Source: an optimization exercise on an open RTL-to-GDS flow (aim: small area, a short achievable clock period and few clock cycles per item). Production flows keep margins and buffers that such runs may drop.
In this exercise RTL edits were held to simulation tests only and were not proved equivalent to the original.
No activity file was given, so power comes from the tool's default toggle rates.

<file path="design.v">
package sig_pkg;
  localparam int MAX_DIMS  = 4;
  localparam int SIZE_BITS = 16;
  localparam int NDIM      = 4;
  localparam int SIZE_W    = 16;
  localparam int STRIDE_W  = 32;
  localparam int LIN_W     = 64;
  localparam int OFF_W     = 50;
  localparam int CFG_IDX_W = 3;
  localparam int CFG_W     = 32;
  localparam int PROD_W    = SIZE_BITS + STRIDE_W;
  localparam int HALF_DIMS = (MAX_DIMS + 1) / 2;
  localparam logic [CFG_IDX_W-1:0] REG_SIZE_DIM0   = 3'd0;
  localparam logic [CFG_IDX_W-1:0] REG_SIZE_DIM1   = 3'd1;
  localparam logic [CFG_IDX_W-1:0] REG_SIZE_DIM2   = 3'd2;
  localparam logic [CFG_IDX_W-1:0] REG_SIZE_DIM3   = 3'd3;
  localparam logic [CFG_IDX_W-1:0] REG_STRIDE_DIM0 = 3'd4;
  localparam logic [CFG_IDX_W-1:0] REG_STRIDE_DIM1 = 3'd5;
  localparam logic [CFG_IDX_W-1:0] REG_STRIDE_DIM2 = 3'd6;
  localparam logic [CFG_IDX_W-1:0] REG_STRIDE_DIM3 = 3'd7;
  typedef logic [SIZE_BITS-1:0] cnt_t;
  typedef logic [PROD_W-1:0]    prod_t;
  typedef logic [OFF_W-1:0]     off_t;
  typedef struct packed {
    logic [LIN_W-1:0] lin;
    logic             last;
  } side_t;
endpackage
module strided_index_generator_top (
  input  logic                            clk,
  input  logic                            rst_n,
  input  logic                            cfg_we,
  input  logic [sig_pkg::CFG_IDX_W-1:0]   cfg_index,
  input  logic [sig_pkg::CFG_W-1:0]       cfg_wdata,
  input  logic                            in_valid,
  output logic                            in_stall,
  input  logic                            in_restart,
  output logic                            out_valid,
  input  logic                            out_stall,
  output logic [sig_pkg::LIN_W-1:0]       out_linear_index,
  output logic [sig_pkg::OFF_W-1:0]       out_source_offset,
  output logic                            out_last
);
  logic [sig_pkg::SIZE_W-1:0]   size_r   [sig_pkg::NDIM];
  logic [sig_pkg::STRIDE_W-1:0] stride_r [sig_pkg::NDIM];
  sig_pkg::cnt_t              cnt_r [sig_pkg::MAX_DIMS];
  sig_pkg::cnt_t              cnt_nxt [sig_pkg::MAX_DIMS];
  logic [sig_pkg::LIN_W-1:0]  lin_r;
  logic [sig_pkg::LIN_W-1:0]  lin_nxt;
  sig_pkg::cnt_t              cur [sig_pkg::MAX_DIMS];
  logic [sig_pkg::MAX_DIMS-1:0] at_end;
  logic [sig_pkg::LIN_W-1:0]  lin_cur;
  logic                       last_c;
  logic                       v1_r, v2_r, v3_r, vo_r;
  logic                       rdy1, rdy2, rdy3, rdyo;
  logic                       in_acc;
  sig_pkg::cnt_t              s1_cnt_r [sig_pkg::MAX_DIMS];
  sig_pkg::side_t             s1_side_r, s2_side_r, s3_side_r;
  sig_pkg::prod_t             s2_prod_r [sig_pkg::MAX_DIMS];
  sig_pkg::off_t              s3_a_r, s3_b_r;
  sig_pkg::off_t              sum_a, sum_b;
  logic [sig_pkg::LIN_W-1:0]  out_lin_r;
  sig_pkg::off_t              out_off_r;
  logic                       out_last_r;
  assign rdyo     = !vo_r || !out_stall;
  assign rdy3     = !v3_r || rdyo;
  assign rdy2     = !v2_r || rdy3;
  assign rdy1     = !v1_r || rdy2;
  assign in_stall = !rdy1;
  assign in_acc   = in_valid && rdy1;
  always_comb begin
    logic                       carry;
    sig_pkg::cnt_t              eff;
    logic [sig_pkg::SIZE_BITS:0] inc;
    carry   = 1'b1;
    eff     = '0;
    inc     = '0;
    lin_cur = in_restart ? '0 : lin_r;
    for (int d = 0; d < sig_pkg::MAX_DIMS; d++) begin
      cur[d] = in_restart ? '0 : cnt_r[d];
      eff    = size_r[d][sig_pkg::SIZE_BITS-1:0];
      if (eff == '0) begin
        eff = sig_pkg::cnt_t'(1);
      end
      inc       = {1'b0, cur[d]} + (sig_pkg::SIZE_BITS+1)'(1);
      at_end[d] = inc >= {1'b0, eff};
    end
    last_c = &at_end;
    for (int d = sig_pkg::MAX_DIMS - 1; d >= 0; d--) begin
      if (carry) begin
        cnt_nxt[d] = at_end[d] ? '0 : cur[d] + sig_pkg::cnt_t'(1);
      end else begin
        cnt_nxt[d] = cur[d];
      end
      carry = carry && at_end[d];
    end
    lin_nxt = last_c ? '0 : lin_cur + sig_pkg::LIN_W'(1);
  end
  always_comb begin
    sum_a = '0;
    sum_b = '0;
    for (int d = 0; d < sig_pkg::MAX_DIMS; d++) begin
      if (d < sig_pkg::HALF_DIMS) begin
        sum_a = sum_a + sig_pkg::OFF_W'(s2_prod_r[d]);
      end else begin
        sum_b = sum_b + sig_pkg::OFF_W'(s2_prod_r[d]);
      end
    end
  end
  always_ff @(posedge clk) begin
    if (!rst_n) begin
      for (int d = 0; d < sig_pkg::NDIM; d++) begin
        size_r[d]   <= sig_pkg::SIZE_W'(1);
        stride_r[d] <= '0;
      end
      stride_r[sig_pkg::NDIM-1] <= sig_pkg::STRIDE_W'(1);
    end else if (cfg_we) begin
      unique case (cfg_index)
        sig_pkg::REG_SIZE_DIM0:   size_r[0]   <= cfg_wdata[sig_pkg::SIZE_W-1:0];
        sig_pkg::REG_SIZE_DIM1:   size_r[1]   <= cfg_wdata[sig_pkg::SIZE_W-1:0];
        sig_pkg::REG_SIZE_DIM2:   size_r[2]   <= cfg_wdata[sig_pkg::SIZE_W-1:0];
        sig_pkg::REG_SIZE_DIM3:   size_r[3]   <= cfg_wdata[sig_pkg::SIZE_W-1:0];
        sig_pkg::REG_STRIDE_DIM0: stride_r[0] <= cfg_wdata;
        sig_pkg::REG_STRIDE_DIM1: stride_r[1] <= cfg_wdata;
        sig_pkg::REG_STRIDE_DIM2: stride_r[2] <= cfg_wdata;
        sig_pkg::REG_STRIDE_DIM3: stride_r[3] <= cfg_wdata;
        default: ;
      endcase
    end
  end
  always_ff @(posedge clk) begin
    if (!rst_n) begin
      for (int d = 0; d < sig_pkg::MAX_DIMS; d++) begin
        cnt_r[d] <= '0;
      end
      lin_r <= '0;
    end else if (in_acc) begin
      for (int d = 0; d < sig_pkg::MAX_DIMS; d++) begin
        cnt_r[d] <= cnt_nxt[d];
      end
      lin_r <= lin_nxt;
    end
  end
  always_ff @(posedge clk) begin
    if (!rst_n) begin
      v1_r <= 1'b0;
      v2_r <= 1'b0;
      v3_r <= 1'b0;
      vo_r <= 1'b0;
    end else begin
      if (rdy1) v1_r <= in_valid;
      if (rdy2) v2_r <= v1_r;
      if (rdy3) v3_r <= v2_r;
      if (rdyo) vo_r <= v3_r;
    end
  end
  always_ff @(posedge clk) begin
    if (rdy1) begin
      for (int d = 0; d < sig_pkg::MAX_DIMS; d++) begin
        s1_cnt_r[d] <= cur[d];
      end
      s1_side_r.lin  <= lin_cur;
      s1_side_r.last <= last_c;
    end
    if (rdy2) begin
      for (int d = 0; d < sig_pkg::MAX_DIMS; d++) begin
        s2_prod_r[d] <= sig_pkg::PROD_W'(s1_cnt_r[d]) * sig_pkg::PROD_W'(stride_r[d]);
      end
      s2_side_r <= s1_side_r;
    end
    if (rdy3) begin
      s3_a_r    <= sum_a;
      s3_b_r    <= sum_b;
      s3_side_r <= s2_side_r;
    end
    if (rdyo) begin
      out_off_r  <= s3_a_r + s3_b_r;
      out_lin_r  <= s3_side_r.lin;
      out_last_r <= s3_side_r.last;
    end
  end
  assign out_valid         = vo_r;
  assign out_linear_index  = out_lin_r;
  assign out_source_offset = out_off_r;
  assign out_last          = out_last_r;
endmodule
</file>
<file path="constraint.sdc">
create_clock -name core_clock -period 8.0 [get_ports {clk}]
set_input_delay 1.6000 -clock core_clock [delete_from_list [all_inputs] [get_ports {clk}]]
set_output_delay 1.6000 -clock core_clock [all_outputs]
set_load 0.01 [all_outputs]
</file>
<file path="run.sh">
#!/bin/bash
# synth_recipe.tcl (not shown) runs the flow's synth.tcl, then flattens the netlist and writes it again
# the make line also repeats each setting of config.mk as NAME=value (left out here)
make -C /OpenROAD-flow-scripts/flow DESIGN_CONFIG=/design/flow/config.mk WORK_HOME=/design/flow/orfs CLKGATE_MAP_FILE= SYNTH_SCRIPT=/design/flow/synth_recipe.tcl finish
</file>
<file path="config.mk">
export PLATFORM = sky130hd
export DESIGN_NAME = strided_index_generator_top
export DESIGN_NICKNAME = strided_index_generator_top
export VERILOG_FILES = /design/flow/design.v
export SDC_FILE = /design/flow/constraint.sdc
export NUM_CORES = 4
export LEC_CHECK = 0
export CAP_MARGIN = 20
export CORE_MARGIN = 2
export CORE_UTILIZATION = 40
export SLEW_MARGIN = 20
</file>
==> results by group <==
Clock tree
  • Htree depth: 3
  • CTS buffer count: approximately 110
  • Worst-Skew Late Latency: between 800 and 900 ps
  • Clock tree buffer depth: 3
  • CTS root buffer: clkbuf_16
  • # hold bufs at CTS: 0
  • CTS sink count: approximately 990
  • CTS tree: built
  • Clock-pin transition on the worst setup and hold timing paths: 60 ps

Yosys
  • Top cells by area, synth: fa_1 31%, edfxtp_1 18%, ha_1 8.0%
  • Top_reg_cell synth: edfxtp_1
  • Ys Warns: 8
  • Asr flop ratio synth: 0
  • Area leader, netlist: fa_1
  • Top-area cell type share of the netlist area: 0.310
  • Avg Cell Area, Syn: roughly 9.6 um2
  • Number of synthesized flops with an enable pin: between 600 and 700
  • Net Count, Synth: about 14000
  • Number of distinct library cells after synthesis: 99
  • Post-Syn Area: about 110000 um2
  • Yosys reg bits: ~990
  • Post-synth top cells: 1911 x inv_1, 1856 x nand2_1, 1675 x fa_1, 861 x and2_1, 694 x ha_1
  • Cells after Synth: 11266
  • Post-synthesis sequential area ratio: 0.244
  • Top-count cell post-synth: inv_1

Setup path
  • Critical setup path kind: flop to flop
  • Critical path's slowest cell: edfxtp_1
  • Crit-path cells: nand2_1 -> fa_1 -> fa_1 -> fa_1 -> inv_1 -> fa_1 -> fa_1 -> inv_1 -> fa_1 -> inv_1 -> ha_1 -> a21oi_1 -> nor2_1 -> a211oi_1 -> o21ai_0 -> a31oi_1 -> a21boi_1 -> o22ai_1 -> o21ai_1 -> a21boi_1 -> o21ai_0 -> xor2_1
  • Critical Path End Type: flop
  • Critical path's largest stage delay: 1120 ps
  • Critical Path Start Type: flop
  • RR Endpoint: s2_prod_r[3][40]$_DFFE_PP_
  • Data required time at the worst endpoint: about 8500 ps
  • Worst reg-to-reg path cell count: 22
  • Worst Path Arrival: 8140 ps
  • FF-to-FF setup slack: 360 ps
  • Most used cell, CP: fa_1
  • Max Fanout on Critical Path: 23
  • Reg2reg start: s1_cnt_r[3][3]$_DFFE_PN_

Global routing
  • Vias in the first global route: between 80000 and 90000
  • GR peak layer: met2
  • GR Util met2: 0.360
  • Total gr overflow: 0
  • All-Layer GR Usage: 0.233
  • GR Util met3: 0.0475
  • Initial antenna violation count: 30
  • First-pass GRT wire length: ~490000 um
  • Pin count of the biggest net entering global routing: between 100 and 150
  • Grt met1 use: 0.324

Timing
  • Worst slew pin tran: roughly 1200 ps
  • RSZ-0062 raised after global routing: false
  • Setup violation total in the final timing report: 0
  • Fin Hold WS: approximately 400 ps
  • Maximum clock rate: between 100 and 150 MHz
  • Worst rel slew slack: 0.215
  • Final period utilization: 0.955
  • Total negative slack: 0 ps
  • Final Hold Fails: 0
  • Slew Limit Fails: 0
  • Final Critical Period: around 7600 ps
  • Clk_skew: 99.1 ps

Route
  • Final WL: ~320000 um
  • DRC violations left: 0
  • Drt pass-1 iters: 7
  • WL per Instance: between 20 and 25 um
  • DR vias/cell: ~5.3
  • Overall via count from detail_route: between 70000 and 80000
  • DR iter-0 viols: between 6000 and 7000
  • Routed Antenna Nets: 0

Placement
  • Final Wtd Congestion: roughly 0.93
  • I/O Buffers: 157
  • Hpwl dp: around 250000 um

Hold path
  • HP Start: s1_side_r[54]$_DFFE_PN_
  • Hold/Removal Path Class: flop to flop
  • Hold Crit Depth: 0
  • Hold EP: s2_side_r[54]$_DFFE_PP_

Layout
  • Core Util, Final: 0.439
  • Final nets: roughly 14000
  • Share of cells above drive strength 1: 0.0471
  • Synth-to-layout area growth: 9.54%

Floorplanning
  • Die area: around 270000 um2
  • Core Area: roughly 270000 um2
  • Die X: between 500 and 600 um
  • Die Height: between 500 and 600 um
  • Row Count: 191
  • Boundary Pins: ~160
  • Initial core utilization: 0.401

Pwr
  • Power Density: 97.7 nW/um2
  • Maximum vdd drop: around 0.18 mV
  • Static Leak: between 50 and 60 nW

Outcome
  • Status: finished clean

Job
  • MaxCap Viol Count: 0
## routing by layer
layer | share of wire | vias up
li1 | - | 35502
met1 | 0.43 | 39719
met2 | 0.44 | 3103
met3 | 0.085 | 500
met4 | 0.042 | 14
met5 | 0.00030 | -
## how the worst max path moves through the flow
stage	startpoint	end	cells past startpoint
global route	stride_r[2][14]$_SDFFE_PN0P_	s2_prod_r[2][47]$_DFFE_PP_	24
detailed placement	s1_cnt_r[0][10]$_DFFE_PN_	s2_prod_r[0][47]$_DFFE_PP_	22
global placement	s1_cnt_r[0][10]$_DFFE_PN_	s2_prod_r[0][47]$_DFFE_PP_	23
CTS	s1_cnt_r[0][10]$_DFFE_PN_	s2_prod_r[0][47]$_DFFE_PP_	22
finish	s1_cnt_r[3][3]$_DFFE_PN_	s2_prod_r[3][40]$_DFFE_PP_	22
floorplan	out_stall	s2_prod_r[0][0]$_DFFE_PP_	2
## metrics by stage
stage                     cells  power [mW]  area, um2  setup WS (ps)
after global routing      14970        12.0     119000           12.9
after CTS                 14937        11.7     118000            281
after floorplan           11266        5.94     108000           18.9
final                     14980        11.6     119000            356
after detailed placement  14725        6.26     114000            322
after global placement    14724        6.26     114000            335
## registers in the layout, indices dropped and copies added, names as in the netlist, 49 cells and up
name       count
cnt_r         64
lin_r         64
out_lin_r     64
out_off_r     50
s1_cnt_r      64
s1_side_r     65
s2_prod_r    192
s2_side_r     65
s3_a_r        49
s3_b_r        49
s3_side_r     65
size_r        64
stride_r     128
## cell usage in the layout, fill, tap and decap left out, drive strengths merged, types with 195 or more instances in the layout
| master | instances |
|---|---|
| a21boi | 226 |
| a21o | 195 |
| a21oi | 351 |
| and2 | 861 |
| buf | 287 |
| dfxtp | 324 |
| edfxtp | 664 |
| fa | 1675 |
| ha | 694 |
| inv | 1920 |
| nand2 | 1858 |
| nor2 | 238 |
| nor2b | 227 |
| o21ai | 249 |
| xnor2 | 244 |
## critical path: cells and delay by family (launching register included)
family / cells / cell delay (ps)
DFF: 1 / 1120
and+or+nand+nor: 2 / 250
AOI/OAI and AO/OA: 9 / 2120
xor gates and xnor gates: 1 / 170
buffers and inverters: 3 / 170
adders and majority gates: 7 / 3450
## logic make-up (layout without fill, tap and decap cells)
family / count (synthesis) / in the layout / synth area share
AOI/OAI and AO/OA: 1428 / 1428 / 0.0875
xor gates and xnor gates: 378 / 378 / 0.0306
adders and majority gates: 2369 / 2369 / 0.390
buffers and inverters: 2432 / 2565 / 0.0849
DFF: 988 / 988 / 0.244
other: 0 / 11 / 0
and+or+nand+nor: 3671 / 3671 / 0.163
## layout make-up
type	instances	area [um2]
Fill cell	25726	151000
Sequential cell	988	26400
Inverter	1912	7180
Clock inverter	66	840
Tap cell	3570	4470
Multi-Input combinational cell	7846	72700
Antenna cell	11	27.5
Timing Repair Buffer	441	3870
Clock buffer	146	3060
## repair_timing
item,in CTS,in global routing
gates resized for setup,0,4
setup endpoints to repair,0,10
setup buffers,0,32
hold endpoints to repair,0,0
## report_power, final
| group | leakage, nW | total [mW] | internal [mW] | switching [mW] |
|---|---|---|---|---|
| Combinational | 42.4 | 0.633 | 0.199 | 0.434 |
| Sequential | 10.8 | 5.53 | 5.45 | 0.0834 |
| Clock | 1.88 | 5.42 | 3.09 | 2.33 |
Testbench counts, summed over its fixed seeds: cycles 69,642, items 65,802.

-- afterwards: timing with drivers on the ports --
The results above use ideal ports. As a check the final layout listed here was re-extracted and re-timed, cells and wires unchanged.
Step 1 sets driving cells, clkbuf_16 on the clock port and buf_2 on the other inputs (assumed; they add their load-dependent delay and slew).
Step 2 adds t to the input delays and takes it off the output delays; t is the mean of the earliest and latest rising clock arrival at the registers after step 1. Input paths then give back, and output paths get back, about the clock's delay inside the block.
Slacks: ideal / step 1 / step 2; pairs: ideal / step 1.
shift t [ns]: 0.871
setup slack, ns: 0.356 / 0.356 / 0.356
hold WS [ns]: 0.393 / 0.393 / 0.393
slew at the worst register clock pin (ns): 0.08 / 0.08
After both steps this run still meets setup and hold. The setup slack of this run moves by 0.000 ns with the drivers and by 0.000 ns with both steps.
